This is an optimization exercise on Yosys and OpenROAD, whose aim is small area and a short achievable clock period, not a production implementation.
The RTL was checked by simulation tests, not by an equivalence proof against the original design.

==> build 1: inputs <==
## depth_to_spectrum_color
module depth_to_spectrum_color #(
    parameter int DEPTH_BITS = 11
) (
    input  logic                               i_clk,
    input  logic                               i_rst_n,
    input  logic                               start,
    output logic                               busy,
    input  logic                               i_cfg_we,
    input  logic [dsc_pkg::CFG_IDX_BITS-1:0]   i_cfg_idx,
    input  logic [DEPTH_BITS-1:0]              i_cfg_data,
    input  logic [DEPTH_BITS-1:0]              i_depth_sample,
    input  logic                               i_frame_end_in,
    output logic                               o_valid,
    output logic [7:0]                         o_blue_level,
    output logic [7:0]                         o_green_level,
    output logic [7:0]                         o_red_level,
    output logic                               o_frame_end_out
);
Settings: LEC_CHECK=0, CAP_MARGIN=20, CORE_MARGIN=2, CORE_UTILIZATION=40, CTS_BUF_LIST=sky130_fd_sc_hd__clkbuf_8, CTS_CLUSTER_SIZE=20, SETUP_SLACK_MARGIN=5, SLEW_MARGIN=20; clock period 8.0 ns.
run.sh (not shown) runs the stock make flow with config.mk's settings and CLKGATE_MAP_FILE= SYNTH_SCRIPT=/design/flow/synth_recipe.tcl, a recipe that flattens the netlist after the stock synthesis.
==> build 2: changes against build 1 <==
--- a/flow/design.v
+++ b/flow/design.v
@@ -365,12 +365,13 @@
     logic [18:0] n_x;
     logic        r3b_v;
     logic [16:0] r3b_x;
     logic [2:0]  r3b_seg;
     logic [16:0] r3b_t;
-    logic [6:0]  r3b_side;
+    logic [3:0]  r3b_side;
     logic [4:0]  n_tgt;
+    logic [2:0]  n_m;
     always_comb begin
         case (r3a_seg)
             SEG_VIOLET: n_x = 19'(90 * 1024) - r3a_q;
             SEG_BLUE:   n_x = r3a_q - 19'(90 * 1024);
             SEG_CYAN:   n_x = 19'(160 * 1024) - r3a_q;
@@ -380,29 +381,38 @@
         endcase
     end
     for (genvar i = 0; i < 5; i++) begin : g_tgt
         assign n_tgt[i] = r3a_near ? (r3a_q > 19'(14336 * i)) : (r3a_q < 19'(400 * 1024 - 14336 * i));
     end
+    always_comb begin
+        if (!(r3a_near || r3a_far)) n_m = 3'd7;
+        else if (n_tgt[4])          n_m = 3'd5;
+        else if (n_tgt[3])          n_m = 3'd4;
+        else if (n_tgt[2])          n_m = 3'd3;
+        else if (n_tgt[1])          n_m = 3'd2;
+        else if (n_tgt[0])          n_m = 3'd1;
+        else                        n_m = 3'd0;
+    end
     always_ff @(posedge i_clk) begin
         if (!i_rst_n) r3b_v <= 1'b0;
         else          r3b_v <= r3a_v;
     end
     always_ff @(posedge i_clk) begin
         r3b_x    <= n_x[16:0];
         r3b_seg  <= r3a_seg;
         r3b_t    <= r3a_near ? r3a_q[16:0] : (r3a_far ? 17'(19'(400 * 1024) - r3a_q) : 17'd0);
-        r3b_side <= {n_tgt, r3a_near | r3a_far, r3a_fe};
+        r3b_side <= {n_m, r3a_fe};
     end
     logic        cd_v;
     logic [16:0] cd_c;
     logic [15:0] cd_u;
     logic [4:0]  cd_vrem;
     logic [2:0]  cd_seg;
-    logic [6:0]  cd_side;
+    logic [3:0]  cd_side;
     dsc_cdiv #(
         .CUT  (CDIV_CUT),
-        .SIDE (7)
+        .SIDE (4)
     ) u_cdiv (
         .i_clk   (i_clk),
         .i_rst_n (i_rst_n),
         .i_v     (r3b_v),
         .i_x     (r3b_x),
@@ -414,26 +424,28 @@
         .o_u     (cd_u),
         .o_vrem  (cd_vrem),
         .o_seg   (cd_seg),
         .o_side  (cd_side)
     );
+    logic        n_fade;
     logic        n_corr;
     logic        r4_v;
     logic [16:0] r4_c;
     logic [16:0] r4_f;
     logic [2:0]  r4_seg;
     logic [1:0]  r4_side;
-    assign n_corr = (cd_vrem < 5'd5) ? cd_side[2 + cd_vrem] : 1'b0;
+    assign n_fade = cd_side[3:1] != 3'd7;
+    assign n_corr = cd_vrem < {2'b0, cd_side[3:1]};
     always_ff @(posedge i_clk) begin
         if (!i_rst_n) r4_v <= 1'b0;
         else          r4_v <= cd_v;
     end
     always_ff @(posedge i_clk) begin
         r4_c    <= (cd_seg == SEG_RED) ? 17'h10000 : cd_c;
-        r4_f    <= cd_side[1] ? {1'b0, cd_u + (n_corr ? 16'd19660 : 16'd19661)} : 17'h10000;
+        r4_f    <= n_fade ? {1'b0, cd_u + (n_corr ? 16'd19660 : 16'd19661)} : 17'h10000;
         r4_seg  <= cd_seg;
-        r4_side <= cd_side[1:0];
+        r4_side <= {n_fade, cd_side[0]};
     end
     function automatic logic [33:0] csa_s(input logic [33:0] a, input logic [33:0] b, input logic [33:0] c);
         csa_s = a ^ b ^ c;
     endfunction
     function automatic logic [33:0] csa_c(input logic [33:0] a, input logic [33:0] b, input logic [33:0] c);
==> build 11: changes against build 1 <==
CORE_UTILIZATION = 60   (was 40)
==> impl_metrics.json <==
{
  "status": "complete, no violations",
  "routedWlPerCell_um": 14.6,
  "final-seq-area_mm2": 0.0306
}
The numbers above come from build 1.

==> impl_metrics.json <==
{
  "status": "complete, no violations",
  "ys_ff_latch": 1491,
  "first_pass_iters": 6,
  "routedWlPerCell_um": 14.1
}
The numbers above come from build 2.

==> impl_metrics.json <==
{
  "status": "complete, no violations",
  "final-seq-area_mm2": 0.0306,
  "routedWlPerCell_um": 15.7
}
The numbers above come from build 11.


* * *

==> trial 1: inputs <==
depth_to_spectrum_color, a different RTL version from the one above (not shown whole).
clock: 8.0 ns
lec_check: 0
cap_margin: 20
core_margin: 2
core_utilization: 40
cts_buf_list: sky130_fd_sc_hd__clkbuf_8
cts_cluster_size: 20
setup_slack_margin: 5
slew_margin: 20
==> trial 93: changes against trial 1 <==
--- a/flow/design.v
+++ b/flow/design.v
@@ -427,82 +427,93 @@
         .o_u     (cd_u),
         .o_vrem  (cd_vrem),
         .o_seg   (cd_seg),
         .o_side  (cd_side)
     );
     logic        n_fade;
     logic        n_corr;
+    logic [15:0] n_f;
     logic        r4_v;
     logic [16:0] r4_c;
     logic [16:0] r4_f;
     logic [2:0]  r4_seg;
     logic [1:0]  r4_side;
     assign n_fade = cd_side[3:1] != 3'd7;
     assign n_corr = cd_vrem < {2'b0, cd_side[3:1]};
+    assign n_f    = cd_u + (n_corr ? 16'd19660 : 16'd19661);
     always_ff @(posedge i_clk) begin
         if (!i_rst_n) r4_v <= 1'b0;
         else          r4_v <= cd_v;
     end
     always_ff @(posedge i_clk) begin
-        r4_c    <= (cd_seg == SEG_RED) ? 17'h10000 : cd_c;
-        r4_f    <= n_fade ? {1'b0, cd_u + (n_corr ? 16'd19660 : 16'd19661)} : 17'h10000;
+        if (cd_seg == SEG_RED) r4_c <= n_fade ? {1'b0, n_f} : 17'h10000;
+        else                   r4_c <= cd_c;
+        r4_f    <= (n_fade && cd_seg == SEG_VIOLET) ? {1'b0, n_f} : 17'h10000;
         r4_seg  <= cd_seg;
         r4_side <= {n_fade, cd_side[0]};
     end
     function automatic logic [33:0] csa_s(input logic [33:0] a, input logic [33:0] b, input logic [33:0] c);
         csa_s = a ^ b ^ c;
     endfunction
     function automatic logic [33:0] csa_c(input logic [33:0] a, input logic [33:0] b, input logic [33:0] c);
         csa_c = {((a & b) | (a & c) | (b & c)), 1'b0};
     endfunction
-    logic [33:0] n_pp [17];
-    logic [33:0] n_l1 [12];
-    logic [33:0] n_l2 [8];
-    logic [33:0] n_l3 [6];
-    for (genvar i = 0; i < 17; i++) begin : g_pp
-        assign n_pp[i] = r4_f[i] ? ((34'(r4_c) << i) & ~34'hFF) : 34'd0;
-    end
-    for (genvar i = 0; i < 5; i++) begin : g_l1
+    localparam logic [33:0] BOOTH_K = 34'h2AAAC0000;
+    logic [18:0] n_fx;
+    logic [8:0]  n_neg;
+    logic [33:0] n_pp [10];
+    logic [33:0] n_l1 [7];
+    logic [33:0] n_l2 [5];
+    assign n_fx = {1'b0, r4_f, 1'b0};
+    for (genvar j = 0; j < 9; j++) begin : g_booth
+        logic        n_one;
+        logic        n_two;
+        logic [17:0] n_mag;
+        logic [18:0] n_u;
+        assign n_neg[j] = n_fx[2*j+2] & ~(n_fx[2*j+1] & n_fx[2*j]);
+        assign n_one    = n_fx[2*j+1] ^ n_fx[2*j];
+        assign n_two    = (n_fx[2*j+2] & ~n_fx[2*j+1] & ~n_fx[2*j]) | (~n_fx[2*j+2] & n_fx[2*j+1] & n_fx[2*j]);
+        assign n_mag    = ({18{n_one}} & {1'b0, r4_c}) | ({18{n_two}} & {r4_c, 1'b0});
+        assign n_u      = {~n_neg[j], n_mag ^ {18{n_neg[j]}}};
+        assign n_pp[j]  = (34'(n_u) << (2 * j)) & ~34'hFF;
+    end
+    assign n_pp[9] = BOOTH_K | (34'(n_neg[8]) << 16) | (34'(n_neg[7]) << 14) | (34'(n_neg[6]) << 12)
+                   | (34'(n_neg[5]) << 10) | (34'(n_neg[4]) << 8);
+    for (genvar i = 0; i < 3; i++) begin : g_l1
         assign n_l1[2*i]   = csa_s(n_pp[3*i], n_pp[3*i+1], n_pp[3*i+2]);
         assign n_l1[2*i+1] = csa_c(n_pp[3*i], n_pp[3*i+1], n_pp[3*i+2]);
     end
-    assign n_l1[10] = n_pp[15];
-    assign n_l1[11] = n_pp[16];
-    for (genvar i = 0; i < 4; i++) begin : g_l2
+    assign n_l1[6] = n_pp[9];
+    for (genvar i = 0; i < 2; i++) begin : g_l2
         assign n_l2[2*i]   = csa_s(n_l1[3*i], n_l1[3*i+1], n_l1[3*i+2]);
         assign n_l2[2*i+1] = csa_c(n_l1[3*i], n_l1[3*i+1], n_l1[3*i+2]);
     end
-    for (genvar i = 0; i < 2; i++) begin : g_l3
-        assign n_l3[2*i]   = csa_s(n_l2[3*i], n_l2[3*i+1], n_l2[3*i+2]);
-        assign n_l3[2*i+1] = csa_c(n_l2[3*i], n_l2[3*i+1], n_l2[3*i+2]);
-    end
-    assign n_l3[4] = n_l2[6];
-    assign n_l3[5] = n_l2[7];
+    assign n_l2[4] = n_l1[6];
     logic        r5_v;
-    logic [33:0] r5_m [6];
+    logic [33:0] r5_m [5];
     logic [7:0]  r5_lf;
     logic [2:0]  r5_seg;
     logic        r5_fe;
     always_ff @(posedge i_clk) begin
         if (!i_rst_n) r5_v <= 1'b0;
         else          r5_v <= r4_v;
     end
     always_ff @(posedge i_clk) begin
-        for (int i = 0; i < 6; i++) r5_m[i] <= n_l3[i];
+        for (int i = 0; i < 5; i++) r5_m[i] <= n_l2[i];
         r5_lf   <= r4_side[1] ? dsc_pkg::level257(r4_f) : 8'd255;
         r5_seg  <= r4_seg;
         r5_fe   <= r4_side[0];
     end
     logic [33:0] n_l4 [4];
     logic [33:0] n_l5 [3];
     logic [33:0] n_l6 [2];
     assign n_l4[0] = csa_s(r5_m[0], r5_m[1], r5_m[2]);
     assign n_l4[1] = csa_c(r5_m[0], r5_m[1], r5_m[2]);
-    assign n_l4[2] = csa_s(r5_m[3], r5_m[4], r5_m[5]);
-    assign n_l4[3] = csa_c(r5_m[3], r5_m[4], r5_m[5]);
+    assign n_l4[2] = r5_m[3];
+    assign n_l4[3] = r5_m[4];
     assign n_l5[0] = csa_s(n_l4[0], n_l4[1], n_l4[2]);
     assign n_l5[1] = csa_c(n_l4[0], n_l4[1], n_l4[2]);
     assign n_l5[2] = n_l4[3];
     assign n_l6[0] = csa_s(n_l5[0], n_l5[1], n_l5[2]);
     assign n_l6[1] = csa_c(n_l5[0], n_l5[1], n_l5[2]);
     logic        r6_v;
     logic [33:0] r6_a;
==> trial 63: changes against trial 1 <==
--- a/flow/design.v
+++ b/flow/design.v
@@ -427,82 +427,93 @@
         .o_u     (cd_u),
         .o_vrem  (cd_vrem),
         .o_seg   (cd_seg),
         .o_side  (cd_side)
     );
     logic        n_fade;
     logic        n_corr;
+    logic [15:0] n_f;
     logic        r4_v;
     logic [16:0] r4_c;
     logic [16:0] r4_f;
     logic [2:0]  r4_seg;
     logic [1:0]  r4_side;
     assign n_fade = cd_side[3:1] != 3'd7;
     assign n_corr = cd_vrem < {2'b0, cd_side[3:1]};
+    assign n_f    = cd_u + (n_corr ? 16'd19660 : 16'd19661);
     always_ff @(posedge i_clk) begin
         if (!i_rst_n) r4_v <= 1'b0;
         else          r4_v <= cd_v;
     end
     always_ff @(posedge i_clk) begin
-        r4_c    <= (cd_seg == SEG_RED) ? 17'h10000 : cd_c;
-        r4_f    <= n_fade ? {1'b0, cd_u + (n_corr ? 16'd19660 : 16'd19661)} : 17'h10000;
+        if (cd_seg == SEG_RED) r4_c <= n_fade ? {1'b0, n_f} : 17'h10000;
+        else                   r4_c <= cd_c;
+        r4_f    <= (n_fade && cd_seg == SEG_VIOLET) ? {1'b0, n_f} : 17'h10000;
         r4_seg  <= cd_seg;
         r4_side <= {n_fade, cd_side[0]};
     end
     function automatic logic [33:0] csa_s(input logic [33:0] a, input logic [33:0] b, input logic [33:0] c);
         csa_s = a ^ b ^ c;
     endfunction
     function automatic logic [33:0] csa_c(input logic [33:0] a, input logic [33:0] b, input logic [33:0] c);
         csa_c = {((a & b) | (a & c) | (b & c)), 1'b0};
     endfunction
-    logic [33:0] n_pp [17];
-    logic [33:0] n_l1 [12];
-    logic [33:0] n_l2 [8];
-    logic [33:0] n_l3 [6];
-    for (genvar i = 0; i < 17; i++) begin : g_pp
-        assign n_pp[i] = r4_f[i] ? ((34'(r4_c) << i) & ~34'hFF) : 34'd0;
-    end
-    for (genvar i = 0; i < 5; i++) begin : g_l1
+    localparam logic [33:0] BOOTH_K = 34'h2AAAC0000;
+    logic [18:0] n_fx;
+    logic [8:0]  n_neg;
+    logic [33:0] n_pp [10];
+    logic [33:0] n_l1 [7];
+    logic [33:0] n_l2 [5];
+    assign n_fx = {1'b0, r4_f, 1'b0};
+    for (genvar j = 0; j < 9; j++) begin : g_booth
+        logic        n_one;
+        logic        n_two;
+        logic [17:0] n_mag;
+        logic [18:0] n_u;
+        assign n_neg[j] = n_fx[2*j+2] & ~(n_fx[2*j+1] & n_fx[2*j]);
+        assign n_one    = n_fx[2*j+1] ^ n_fx[2*j];
+        assign n_two    = (n_fx[2*j+2] & ~n_fx[2*j+1] & ~n_fx[2*j]) | (~n_fx[2*j+2] & n_fx[2*j+1] & n_fx[2*j]);
+        assign n_mag    = ({18{n_one}} & {1'b0, r4_c}) | ({18{n_two}} & {r4_c, 1'b0});
+        assign n_u      = {~n_neg[j], n_mag ^ {18{n_neg[j]}}};
+        assign n_pp[j]  = (34'(n_u) << (2 * j)) & ~34'hFF;
+    end
+    assign n_pp[9] = BOOTH_K | (34'(n_neg[8]) << 16) | (34'(n_neg[7]) << 14) | (34'(n_neg[6]) << 12)
+                   | (34'(n_neg[5]) << 10) | (34'(n_neg[4]) << 8);
+    for (genvar i = 0; i < 3; i++) begin : g_l1
         assign n_l1[2*i]   = csa_s(n_pp[3*i], n_pp[3*i+1], n_pp[3*i+2]);
         assign n_l1[2*i+1] = csa_c(n_pp[3*i], n_pp[3*i+1], n_pp[3*i+2]);
     end
-    assign n_l1[10] = n_pp[15];
-    assign n_l1[11] = n_pp[16];
-    for (genvar i = 0; i < 4; i++) begin : g_l2
+    assign n_l1[6] = n_pp[9];
+    for (genvar i = 0; i < 2; i++) begin : g_l2
         assign n_l2[2*i]   = csa_s(n_l1[3*i], n_l1[3*i+1], n_l1[3*i+2]);
         assign n_l2[2*i+1] = csa_c(n_l1[3*i], n_l1[3*i+1], n_l1[3*i+2]);
     end
-    for (genvar i = 0; i < 2; i++) begin : g_l3
-        assign n_l3[2*i]   = csa_s(n_l2[3*i], n_l2[3*i+1], n_l2[3*i+2]);
-        assign n_l3[2*i+1] = csa_c(n_l2[3*i], n_l2[3*i+1], n_l2[3*i+2]);
-    end
-    assign n_l3[4] = n_l2[6];
-    assign n_l3[5] = n_l2[7];
+    assign n_l2[4] = n_l1[6];
     logic        r5_v;
-    logic [33:0] r5_m [6];
+    logic [33:0] r5_m [5];
     logic [7:0]  r5_lf;
     logic [2:0]  r5_seg;
     logic        r5_fe;
     always_ff @(posedge i_clk) begin
         if (!i_rst_n) r5_v <= 1'b0;
         else          r5_v <= r4_v;
     end
     always_ff @(posedge i_clk) begin
-        for (int i = 0; i < 6; i++) r5_m[i] <= n_l3[i];
+        for (int i = 0; i < 5; i++) r5_m[i] <= n_l2[i];
         r5_lf   <= r4_side[1] ? dsc_pkg::level257(r4_f) : 8'd255;
         r5_seg  <= r4_seg;
         r5_fe   <= r4_side[0];
     end
     logic [33:0] n_l4 [4];
     logic [33:0] n_l5 [3];
     logic [33:0] n_l6 [2];
     assign n_l4[0] = csa_s(r5_m[0], r5_m[1], r5_m[2]);
     assign n_l4[1] = csa_c(r5_m[0], r5_m[1], r5_m[2]);
-    assign n_l4[2] = csa_s(r5_m[3], r5_m[4], r5_m[5]);
-    assign n_l4[3] = csa_c(r5_m[3], r5_m[4], r5_m[5]);
+    assign n_l4[2] = r5_m[3];
+    assign n_l4[3] = r5_m[4];
     assign n_l5[0] = csa_s(n_l4[0], n_l4[1], n_l4[2]);
     assign n_l5[1] = csa_c(n_l4[0], n_l4[1], n_l4[2]);
     assign n_l5[2] = n_l4[3];
     assign n_l6[0] = csa_s(n_l5[0], n_l5[1], n_l5[2]);
     assign n_l6[1] = csa_c(n_l5[0], n_l5[1], n_l5[2]);
     logic        r6_v;
     logic [33:0] r6_a;
==> flow/config.mk (replaced) <==
export PLATFORM = sky130hd
export DESIGN_NAME = depth_to_spectrum_color
export DESIGN_NICKNAME = depth_to_spectrum_color
export VERILOG_FILES = /design/flow/design.v
export SDC_FILE = /design/flow/constraint.sdc
export NUM_CORES = 4
export LEC_CHECK = 0
export CAP_MARGIN = 20
export CORE_MARGIN = 2
export CORE_UTILIZATION = 50
export CTS_BUF_LIST = sky130_fd_sc_hd__clkbuf_8
export CTS_CLUSTER_DIAMETER = 50
export CTS_CLUSTER_SIZE = 22
export SETUP_SLACK_MARGIN = 5
export SLEW_MARGIN = 20
==> build 86: changes against trial 1 <==
--- a/flow/design.v
+++ b/flow/design.v
@@ -427,82 +427,93 @@
         .o_u     (cd_u),
         .o_vrem  (cd_vrem),
         .o_seg   (cd_seg),
         .o_side  (cd_side)
     );
     logic        n_fade;
     logic        n_corr;
+    logic [15:0] n_f;
     logic        r4_v;
     logic [16:0] r4_c;
     logic [16:0] r4_f;
     logic [2:0]  r4_seg;
     logic [1:0]  r4_side;
     assign n_fade = cd_side[3:1] != 3'd7;
     assign n_corr = cd_vrem < {2'b0, cd_side[3:1]};
+    assign n_f    = cd_u + (n_corr ? 16'd19660 : 16'd19661);
     always_ff @(posedge i_clk) begin
         if (!i_rst_n) r4_v <= 1'b0;
         else          r4_v <= cd_v;
     end
     always_ff @(posedge i_clk) begin
-        r4_c    <= (cd_seg == SEG_RED) ? 17'h10000 : cd_c;
-        r4_f    <= n_fade ? {1'b0, cd_u + (n_corr ? 16'd19660 : 16'd19661)} : 17'h10000;
+        if (cd_seg == SEG_RED) r4_c <= n_fade ? {1'b0, n_f} : 17'h10000;
+        else                   r4_c <= cd_c;
+        r4_f    <= (n_fade && cd_seg == SEG_VIOLET) ? {1'b0, n_f} : 17'h10000;
         r4_seg  <= cd_seg;
         r4_side <= {n_fade, cd_side[0]};
     end
     function automatic logic [33:0] csa_s(input logic [33:0] a, input logic [33:0] b, input logic [33:0] c);
         csa_s = a ^ b ^ c;
     endfunction
     function automatic logic [33:0] csa_c(input logic [33:0] a, input logic [33:0] b, input logic [33:0] c);
         csa_c = {((a & b) | (a & c) | (b & c)), 1'b0};
     endfunction
-    logic [33:0] n_pp [17];
-    logic [33:0] n_l1 [12];
-    logic [33:0] n_l2 [8];
-    logic [33:0] n_l3 [6];
-    for (genvar i = 0; i < 17; i++) begin : g_pp
-        assign n_pp[i] = r4_f[i] ? ((34'(r4_c) << i) & ~34'hFF) : 34'd0;
-    end
-    for (genvar i = 0; i < 5; i++) begin : g_l1
+    localparam logic [33:0] BOOTH_K = 34'h2AAAC0000;
+    logic [18:0] n_fx;
+    logic [8:0]  n_neg;
+    logic [33:0] n_pp [10];
+    logic [33:0] n_l1 [7];
+    logic [33:0] n_l2 [5];
+    assign n_fx = {1'b0, r4_f, 1'b0};
+    for (genvar j = 0; j < 9; j++) begin : g_booth
+        logic        n_one;
+        logic        n_two;
+        logic [17:0] n_mag;
+        logic [18:0] n_u;
+        assign n_neg[j] = n_fx[2*j+2] & ~(n_fx[2*j+1] & n_fx[2*j]);
+        assign n_one    = n_fx[2*j+1] ^ n_fx[2*j];
+        assign n_two    = (n_fx[2*j+2] & ~n_fx[2*j+1] & ~n_fx[2*j]) | (~n_fx[2*j+2] & n_fx[2*j+1] & n_fx[2*j]);
+        assign n_mag    = ({18{n_one}} & {1'b0, r4_c}) | ({18{n_two}} & {r4_c, 1'b0});
+        assign n_u      = {~n_neg[j], n_mag ^ {18{n_neg[j]}}};
+        assign n_pp[j]  = (34'(n_u) << (2 * j)) & ~34'hFF;
+    end
+    assign n_pp[9] = BOOTH_K | (34'(n_neg[8]) << 16) | (34'(n_neg[7]) << 14) | (34'(n_neg[6]) << 12)
+                   | (34'(n_neg[5]) << 10) | (34'(n_neg[4]) << 8);
+    for (genvar i = 0; i < 3; i++) begin : g_l1
         assign n_l1[2*i]   = csa_s(n_pp[3*i], n_pp[3*i+1], n_pp[3*i+2]);
         assign n_l1[2*i+1] = csa_c(n_pp[3*i], n_pp[3*i+1], n_pp[3*i+2]);
     end
-    assign n_l1[10] = n_pp[15];
-    assign n_l1[11] = n_pp[16];
-    for (genvar i = 0; i < 4; i++) begin : g_l2
+    assign n_l1[6] = n_pp[9];
+    for (genvar i = 0; i < 2; i++) begin : g_l2
         assign n_l2[2*i]   = csa_s(n_l1[3*i], n_l1[3*i+1], n_l1[3*i+2]);
         assign n_l2[2*i+1] = csa_c(n_l1[3*i], n_l1[3*i+1], n_l1[3*i+2]);
     end
-    for (genvar i = 0; i < 2; i++) begin : g_l3
-        assign n_l3[2*i]   = csa_s(n_l2[3*i], n_l2[3*i+1], n_l2[3*i+2]);
-        assign n_l3[2*i+1] = csa_c(n_l2[3*i], n_l2[3*i+1], n_l2[3*i+2]);
-    end
-    assign n_l3[4] = n_l2[6];
-    assign n_l3[5] = n_l2[7];
+    assign n_l2[4] = n_l1[6];
     logic        r5_v;
-    logic [33:0] r5_m [6];
+    logic [33:0] r5_m [5];
     logic [7:0]  r5_lf;
     logic [2:0]  r5_seg;
     logic        r5_fe;
     always_ff @(posedge i_clk) begin
         if (!i_rst_n) r5_v <= 1'b0;
         else          r5_v <= r4_v;
     end
     always_ff @(posedge i_clk) begin
-        for (int i = 0; i < 6; i++) r5_m[i] <= n_l3[i];
+        for (int i = 0; i < 5; i++) r5_m[i] <= n_l2[i];
         r5_lf   <= r4_side[1] ? dsc_pkg::level257(r4_f) : 8'd255;
         r5_seg  <= r4_seg;
         r5_fe   <= r4_side[0];
     end
     logic [33:0] n_l4 [4];
     logic [33:0] n_l5 [3];
     logic [33:0] n_l6 [2];
     assign n_l4[0] = csa_s(r5_m[0], r5_m[1], r5_m[2]);
     assign n_l4[1] = csa_c(r5_m[0], r5_m[1], r5_m[2]);
-    assign n_l4[2] = csa_s(r5_m[3], r5_m[4], r5_m[5]);
-    assign n_l4[3] = csa_c(r5_m[3], r5_m[4], r5_m[5]);
+    assign n_l4[2] = r5_m[3];
+    assign n_l4[3] = r5_m[4];
     assign n_l5[0] = csa_s(n_l4[0], n_l4[1], n_l4[2]);
     assign n_l5[1] = csa_c(n_l4[0], n_l4[1], n_l4[2]);
     assign n_l5[2] = n_l4[3];
     assign n_l6[0] = csa_s(n_l5[0], n_l5[1], n_l5[2]);
     assign n_l6[1] = csa_c(n_l5[0], n_l5[1], n_l5[2]);
     logic        r6_v;
     logic [33:0] r6_a;
--- a/flow/config.mk
+++ b/flow/config.mk
@@ -5,10 +5,11 @@
 export SDC_FILE = /design/flow/constraint.sdc
 export NUM_CORES = 4
 export LEC_CHECK = 0
 export CAP_MARGIN = 20
 export CORE_MARGIN = 2
 export CORE_UTILIZATION = 40
 export CTS_BUF_LIST = sky130_fd_sc_hd__clkbuf_8
-export CTS_CLUSTER_SIZE = 20
+export CTS_CLUSTER_DIAMETER = 40
+export CTS_CLUSTER_SIZE = 24
 export SETUP_SLACK_MARGIN = 5
 export SLEW_MARGIN = 20
==> results.txt <==
	trial 63	trial 1	build 86	trial 93
Starting density of the core	0.505	0.401	0.402	0.402
Placed cells	7649	8066	8072	8072
Met3 routed WL	4490 um	4580 um	4720 um	5190 um
Synthesis-to-layout area growth	8.91%	12.6%	12.6%	12.9%
Portion of the post-synthesis area used by sequential elements	0.463	0.463	0.463	0.463
Post-synthesis share of cell area spent on full adders, half adders and majority gates	0.164	0.189	0.164	0.164
Clock slew at reported path FFs	0.11 ns	0.06 ns	0.10 ns	0.06 ns
Run status	finished clean	finished clean	finished clean	finished clean
Max_slew headroom	0.355	0.380	0.312	0.299
TritonCTS buffer count	132	227	191	234
Number of well taps	1637	2072	2058	2058
Minimum clock period	2.93 ns	2.94 ns	2.97 ns	2.93 ns
Metal2 WL	54800 um	62200 um	58600 um	58800 um
Area of the mapped netlist	62600 um^2	63300 um^2	62600 um^2	62600 um^2
Least-Margin Pin Slew	0.966 ns	0.930 ns	1.03 ns	1.05 ns

-- what the ideal ports hide --
How much do the figures lean on ideal ports? The routed layouts below were timed once more, with nothing changed but the port constraints.
Step 1 sets driving cells, clkbuf_16 on the clock port and buf_2 on the other inputs (assumed; they add their load-dependent delay and slew).
Step 2 moves the port delays by t, midway between the first and last clock arrival at a register: inputs arrive t later, outputs are due t later. That takes back most of the time a late clock gives input paths.
Slacks: ideal / step 1 / step 2; pairs: ideal / step 1.
run	shift t [ns]	setup WS [ns]	pins driven straight from the clock port
build 1	1.008	4.999 / 4.957 / 4.810	1
build 2	1.002	4.958 / 4.953 / 4.733	1
build 11	0.941	4.959 / 4.959 / 4.858	1
trial 1	0.965	5.061 / 4.991 / 4.995	1
trial 93	0.972	5.065 / 4.996 / 5.159	1
trial 63	0.923	5.069 / 5.004 / 5.090	1
build 86	0.965	5.033 / 4.962 / 5.110	1
After both steps setup and hold are still met in every run listed. The setup slack of build 2, which loses most, moves by -0.005 ns with the drivers and by -0.225 ns with both steps.
